Context: an optimization exercise on an open-source flow, tuned for small area, a short achievable clock period and few clock cycles per item. The choices shown serve that exercise and are no tape-out recipe.
Function was checked by simulation only, so behaviour that the tests miss may differ from the original.
Power and IR drop assume default switching activity.

<file path="flow/design.v">
package ssm_pkg;
  localparam int QUEUE_DEPTH = 16;
  localparam int PTR_W       = $clog2(QUEUE_DEPTH);
  localparam int CNT_W       = $clog2(QUEUE_DEPTH + 1);
  localparam int VALUE_W     = 32;
  localparam logic LIST_A = 1'b0;
  localparam logic LIST_B = 1'b1;
  typedef struct packed {
    logic                      list_select;
    logic signed [VALUE_W-1:0] element_value;
    logic                      list_end;
  } ssm_in_t;
  typedef struct packed {
    logic signed [VALUE_W-1:0] merged_value;
    logic                      source_list;
    logic                      merge_last;
    logic                      overflow;
  } ssm_out_t;
endpackage
module sorted_stream_merge_core (
  input  logic        clk,
  input  logic        rst,
  input  logic        push_valid,
  output logic        push_ready,
  input  logic [33:0] push_data,
  output logic        merge_valid,
  input  logic        merge_ready,
  output logic [34:0] merge_data
);
  ssm_pkg::ssm_in_t  push_req;
  ssm_pkg::ssm_out_t merge_res;
  assign push_req   = push_data;
  assign merge_data = merge_res;
  localparam logic [1:0] S_IDLE = 2'd0;
  localparam logic [1:0] S_PICK = 2'd1;
  localparam logic [1:0] S_SEND = 2'd2;
  localparam logic [ssm_pkg::CNT_W-1:0] CNT_FULL = ssm_pkg::CNT_W'(ssm_pkg::QUEUE_DEPTH);
  localparam logic [ssm_pkg::PTR_W-1:0] PTR_LAST = ssm_pkg::PTR_W'(ssm_pkg::QUEUE_DEPTH - 1);
  logic [1:0]       state, state_next;
  logic [ssm_pkg::PTR_W-1:0] head_a, head_a_next, head_b, head_b_next;
  logic [ssm_pkg::CNT_W-1:0] cnt_a, cnt_a_next, cnt_b, cnt_b_next;
  logic             ended_a, ended_a_next, ended_b, ended_b_next;
  ssm_pkg::ssm_out_t         result, result_next;
  logic signed [ssm_pkg::VALUE_W-1:0] store_a [ssm_pkg::QUEUE_DEPTH];
  logic signed [ssm_pkg::VALUE_W-1:0] store_b [ssm_pkg::QUEUE_DEPTH];
  logic             push_acc;
  logic [ssm_pkg::PTR_W-1:0] sel_head;
  logic [ssm_pkg::CNT_W-1:0] sel_cnt;
  logic [ssm_pkg::CNT_W:0]   tail_sum;
  logic [ssm_pkg::PTR_W-1:0] tail;
  logic             sel_full;
  logic             wr_a, wr_b;
  logic signed [ssm_pkg::VALUE_W-1:0] head_val_a, head_val_b;
  logic             have_a, have_b, b_less;
  logic             pop_a, pop_b;
  logic [ssm_pkg::CNT_W-1:0] cnt_a_pop, cnt_b_pop;
  logic             last_now;
  assign push_ready  = (state == S_IDLE);
  assign merge_valid = (state == S_SEND);
  assign merge_res   = result;
  assign push_acc    = push_valid && push_ready;
  assign sel_head = (push_req.list_select == ssm_pkg::LIST_B) ? head_b : head_a;
  assign sel_cnt  = (push_req.list_select == ssm_pkg::LIST_B) ? cnt_b : cnt_a;
  assign sel_full = (sel_cnt == CNT_FULL);
  assign tail_sum = {1'b0, ssm_pkg::CNT_W'(sel_head)} + {1'b0, sel_cnt};
  assign tail     = (tail_sum >= (ssm_pkg::CNT_W+1)'(ssm_pkg::QUEUE_DEPTH))
                    ? ssm_pkg::PTR_W'(tail_sum - (ssm_pkg::CNT_W+1)'(ssm_pkg::QUEUE_DEPTH))
                    : ssm_pkg::PTR_W'(tail_sum);
  assign wr_a     = push_acc && !sel_full && (push_req.list_select == ssm_pkg::LIST_A);
  assign wr_b     = push_acc && !sel_full && (push_req.list_select == ssm_pkg::LIST_B);
  assign head_val_a = store_a[head_a];
  assign head_val_b = store_b[head_b];
  assign have_a     = (cnt_a != '0);
  assign have_b     = (cnt_b != '0);
  assign b_less     = (head_val_b < head_val_a);
  always_comb begin
    pop_a = 1'b0;
    pop_b = 1'b0;
    if (have_a && have_b) begin
      pop_b = b_less;
      pop_a = !b_less;
    end else if (have_a && ended_b) begin
      pop_a = 1'b1;
    end else if (have_b && ended_a) begin
      pop_b = 1'b1;
    end
  end
  assign cnt_a_pop = pop_a ? cnt_a - ssm_pkg::CNT_W'(1) : cnt_a;
  assign cnt_b_pop = pop_b ? cnt_b - ssm_pkg::CNT_W'(1) : cnt_b;
  assign last_now  = ended_a && ended_b && (cnt_a_pop == '0) && (cnt_b_pop == '0);
  always_comb begin
    state_next   = state;
    head_a_next  = head_a;
    head_b_next  = head_b;
    cnt_a_next   = cnt_a;
    cnt_b_next   = cnt_b;
    ended_a_next = ended_a;
    ended_b_next = ended_b;
    result_next  = result;
    unique case (state)
      S_IDLE: begin
        if (push_acc) begin
          if (sel_full) begin
            result_next          = '0;
            result_next.overflow = 1'b1;
            state_next           = S_SEND;
          end else begin
            if (push_req.list_select == ssm_pkg::LIST_B) begin
              cnt_b_next   = cnt_b + ssm_pkg::CNT_W'(1);
              ended_b_next = ended_b || push_req.list_end;
            end else begin
              cnt_a_next   = cnt_a + ssm_pkg::CNT_W'(1);
              ended_a_next = ended_a || push_req.list_end;
            end
            state_next = S_PICK;
          end
        end
      end
      S_PICK: begin
        if (pop_a || pop_b) begin
          result_next.merged_value = pop_b ? head_val_b : head_val_a;
          result_next.source_list  = pop_b ? ssm_pkg::LIST_B : ssm_pkg::LIST_A;
          result_next.merge_last   = last_now;
          result_next.overflow     = 1'b0;
          cnt_a_next = cnt_a_pop;
          cnt_b_next = cnt_b_pop;
          if (pop_a) begin
            head_a_next = (head_a == PTR_LAST) ? '0 : head_a + ssm_pkg::PTR_W'(1);
          end
          if (pop_b) begin
            head_b_next = (head_b == PTR_LAST) ? '0 : head_b + ssm_pkg::PTR_W'(1);
          end
          if (last_now) begin
            ended_a_next = 1'b0;
            ended_b_next = 1'b0;
          end
          state_next = S_SEND;
        end else begin
          state_next = S_IDLE;
        end
      end
      S_SEND: begin
        if (merge_ready) begin
          state_next = S_PICK;
        end
      end
      default: begin
        state_next = S_IDLE;
      end
    endcase
  end
  always_ff @(posedge clk) begin
    if (rst) begin
      state   <= S_IDLE;
      head_a  <= '0;
      head_b  <= '0;
      cnt_a   <= '0;
      cnt_b   <= '0;
      ended_a <= 1'b0;
      ended_b <= 1'b0;
    end else begin
      state   <= state_next;
      head_a  <= head_a_next;
      head_b  <= head_b_next;
      cnt_a   <= cnt_a_next;
      cnt_b   <= cnt_b_next;
      ended_a <= ended_a_next;
      ended_b <= ended_b_next;
    end
  end
  always_ff @(posedge clk) begin
    result <= result_next;
    if (wr_a) begin
      store_a[tail] <= push_req.element_value;
    end
    if (wr_b) begin
      store_b[tail] <= push_req.element_value;
    end
  end
endmodule
</file>
<file path="flow/constraint.sdc">
create_clock -name core_clock -period 8.0 [get_ports {clk}]
set_input_delay 1.6000 -clock core_clock [delete_from_list [all_inputs] [get_ports {clk}]]
set_output_delay 1.6000 -clock core_clock [all_outputs]
set_load 0.01 [all_outputs]
</file>
<file path="flow/config.mk">
export PLATFORM = sky130hd
export DESIGN_NAME = sorted_stream_merge_core
export DESIGN_NICKNAME = sorted_stream_merge_core
export VERILOG_FILES = /design/flow/design.v
export SDC_FILE = /design/flow/constraint.sdc
export NUM_CORES = 4
export LEC_CHECK = 0
export CAP_MARGIN = 20
export CORE_MARGIN = 2
export CORE_UTILIZATION = 40
export PLACE_DENSITY = 0.6
export SLEW_MARGIN = 20
</file>
<file path="flow/run.sh">
#!/bin/bash
# synth_recipe.tcl (not shown) runs the flow's synth.tcl, then flattens the netlist and writes it again
# the make line also repeats each setting of config.mk as NAME=value (left out here)
make -C /OpenROAD-flow-scripts/flow DESIGN_CONFIG=/design/flow/config.mk WORK_HOME=/design/flow/orfs CLKGATE_MAP_FILE= SYNTH_SCRIPT=/design/flow/synth_recipe.tcl finish
</file>
==> notes.md <==
-- routing by layer --
metal	wire length, microns	vias to the layer above	part of all wire	GRT usage
met4	2210	0	0.022	0.0460
met1	43800	11100	0.43	0.259
met5	0	-	0	0
met3	5720	150	0.056	0.0310
li1	-	8649	-	-
met2	50000	703	0.49	0.303
-- path summary, 6_finish.rpt --
kind                     startpoint                        to  cells past startpoint
max                        register  result[29]$_SDFFCE_PN0P_                     14
min          head_b[3]$_SDFFE_PP0P_                  register                      2
max reg2reg                register  result[29]$_SDFFCE_PN0P_                     14
min reg2reg  head_b[3]$_SDFFE_PP0P_                  register                      2
-- final cells by class --
cell class / count / area [sq um]
repair buffers: 146 / 1300
multi-input cells: 753 / 10200
fillers: 8815 / 57600
inverters: 48 / 180
clock inverters: 57 / 419
clock buffers: 132 / 2770
flip-flops and latches: 1089 / 32400
well taps: 1403 / 1760
-- kinds of logic (layout without fill, tap and decap cells) --
logic type | count (synthesis) | after routing
multiplexers | 336 | 336
flip-flops | 1089 | 1089
XOR/XNOR | 10 | 10
adder cells (fa/ha/maj) | 41 | 41
AND/OR/NAND/NOR | 227 | 227
AO/OA/AOI/OAI | 139 | 139
buffers and inverters | 149 | 383
-- flip-flops by register name, indices dropped and copies added (netlist names), named ones only --
signal,count
store_a,512
store_b,512
result,35
cnt_a,5
cnt_b,5
head_a,4
head_b,4
state,2
ended_a,1
ended_b,1
-- cell usage in the layout, fill, tap and decap left out, drive strengths merged, types with 11 or more instances in the layout --
cell type | synthesis | layout
nand3 | 16 | 16
nand2 | 92 | 92
o21ai | 25 | 25
nor2 | 56 | 56
clkdlybuf4s50 | 0 | 54
buf | 31 | 92
nor3 | 15 | 15
dfxtp | 30 | 30
a21oi | 62 | 62
mux4 | 318 | 318
or3 | 12 | 12
ha | 40 | 40
inv | 48 | 51
mux2i | 11 | 11
clkinv | 0 | 44
edfxtp | 1059 | 1059
clkbuf | 70 | 132
-- through the flow --
step | util | setup WS [ns] | instance area (sq um) | hold slack [ns] | cells
after CTS | 0.460 | 1.92 | 49000 | 0.546 | 3628
final | 0.460 | 1.97 | 49000 | 0.543 | 3628
after global placement | 0.430 | 1.61 | 45800 | 0.505 | 3437
after floorplan | - | 1.40 | 42900 | 0.484 | 1991
after detailed placement | 0.430 | 1.47 | 45900 | 0.536 | 3439
after global routing | 0.460 | 1.63 | 49000 | 0.590 | 3628
-- power by group through the flow --
| stage | clock network (mW) | registers (mW) | logic (mW) |
|---|---|---|---|
| finish | 4.67 | 6.31 | 0.389 |
| global route | 4.97 | 6.31 | 0.420 |
| CTS | 4.76 | 6.31 | 0.394 |
| detailed placement | 0 | 6.43 | 0.393 |
| global placement | 0 | 6.43 | 0.378 |
| floorplan | 0 | 6.42 | 0.184 |
-- critical path, stage by stage (launching register included) --
cell and delay, ns:
dfxtp_4 1.05, buf_4 0.42, mux4_2 0.36, mux4_2 0.54, ha_1 0.34, a2111oi_0 0.36, o21ai_0 0.14, a21oi_1 0.24
o41ai_2 0.09, buf_4 0.20, or4_4 0.57, a21oi_4 0.63, buf_4 0.36, nand2_1 0.08, a21oi_1 0.34
==> out/qor.yml <==
synth_xor_area_frac: 0.00204
fp.dieW_microns: 331
clkPwrFrac: 0.411
cts_sinks: 1089
seq_area_frac_synth: 0.756
switching_share: 0.204
ant_nets: 0
synthTopCellsByArea: "edfxtp_1 74%, mux4_2 17%, dfxtp_1 1.4%"
rows: 120
globalplace.congestion: 0.859
grt_use_total: 0.185
hold_path.class: "register to register"
cts-buffers-inserted: 105
vias: 20600
drc_errors: 0
portBuffers: 74
path_max_fanout: 65
die-area_sq_um: 110000
io_pins: 75
ctsResizeCount: 0
clock.fmax_ghz: 0.166
reg2reg_slack_ns: 1.97
hold_viol: 0
netlist_instances: 1991
fin_skew_ns: 0.0325
synthSimpleGateAreaFrac: 0.0245
ys_async_sr_fraction: 0
peakVddDrop_mv: 0.170
cts-root-buf: "clkbuf_16"
endpoint_kind: "register"
drtIter0Drc: 2103
internal-power_mw: 9.04
synth_top_family_by_area: "multiplexers"
synthAdderAreaFrac: 0.0121
worst_pin_slew_ns: 1.10
die_h_microns: 331
wl_per_cell_microns: 28.0
htreeDepth: 3
diodes: 0
grt_pass1_vias: 21100
min_period_ns: 6.03
wirelength_mm: 102
cp.required_ns: 8.42
power_density_nw_per_um2: 232
setup_tns_ns: 0
seqPwrFrac: 0.555
drtPass1Iterations: 7
startpoint_type: "register"
antenna_found_initial: 0
fin_total_pwr_mw: 11.4
p_leak_nw: 15.0
cts_tree: "yes"
core_area_sq_um: 107000
post-route-period-util: 0.754
synth_common_cells: "1059 x edfxtp_1, 318 x mux4_2, 91 x nand2_1"
synth_ff_type: "edfxtp_1"
yosysTopAreaCell: "edfxtp_1"
report.final.slew_viol_count: 0
synth_area_sq_um: 42900
path_clk_slew_ns: 0.06
floorplan.initialDensity: 0.402
critPathKind: "register to register"
overflow: 0
slew_headroom: 0.265
area_growth_pct: 14.3
cts_buffer_depth: 3
muxShareOfSynthArea: 0.172
synth_compound_area_frac: 0.0207
ys_types: 64
vias_per_cell: 5.68
switchingPower_mw: 2.32
hpwl_mm: 61.6
grt_max_degree: 66
synth-seq-cells: 1089
synth_top_cell_area_share: 0.742
synth_edf_count: 1059
ys_warn_count: 1
rsz0062_at_grt: "false"
synth_nets: 2070
drv_cap: 0
cts_setup_buffers: 0
comb_power_share: 0.034
layout.nets: 2222
synth.most_common_cell: "edfxtp_1"
grt_pass1_wl_mm: 149
status: "finished clean"
clkLatencyLatePin_ns: 0.67
cts_hold_buf: 0
finalSetupViolCount: 0
critical_path_arrival_ns: 6.45
final_layout_size_suffix_gt1_frac: 0.274
syn_avg_cell_area_sq_um: 21.5
Testbench counts, summed over its fixed seeds: cycles 16,944, items 4,231.

## what the ideal ports hide
No port has a modelled driver above. Below, the same layout with a new extraction and two added sets of constraints.
Step 1 sets driving cells, clkbuf_16 on the clock port and buf_2 on the other inputs (assumed; they add their load-dependent delay and slew).
Step 2 moves the port delays by t, midway between the first and last clock arrival at a register: inputs arrive t later, outputs are due t later. That takes back most of the time a late clock gives input paths.
Slacks: ideal ports / drivers / drivers and shift; pairs: ideal ports / drivers.
t, ns: 0.724
setup WS [ns]: 1.970 / 1.970 / 1.468
worst hold slack (ns): 0.543 / 0.543 / 0.543
worst setup path at the end: input to register
slew at the worst register clock pin (ns): 0.07 / 0.07
After both steps setup and hold are still met in this run. The setup slack of this run moves by 0.000 ns with the drivers and by -0.502 ns with both steps.
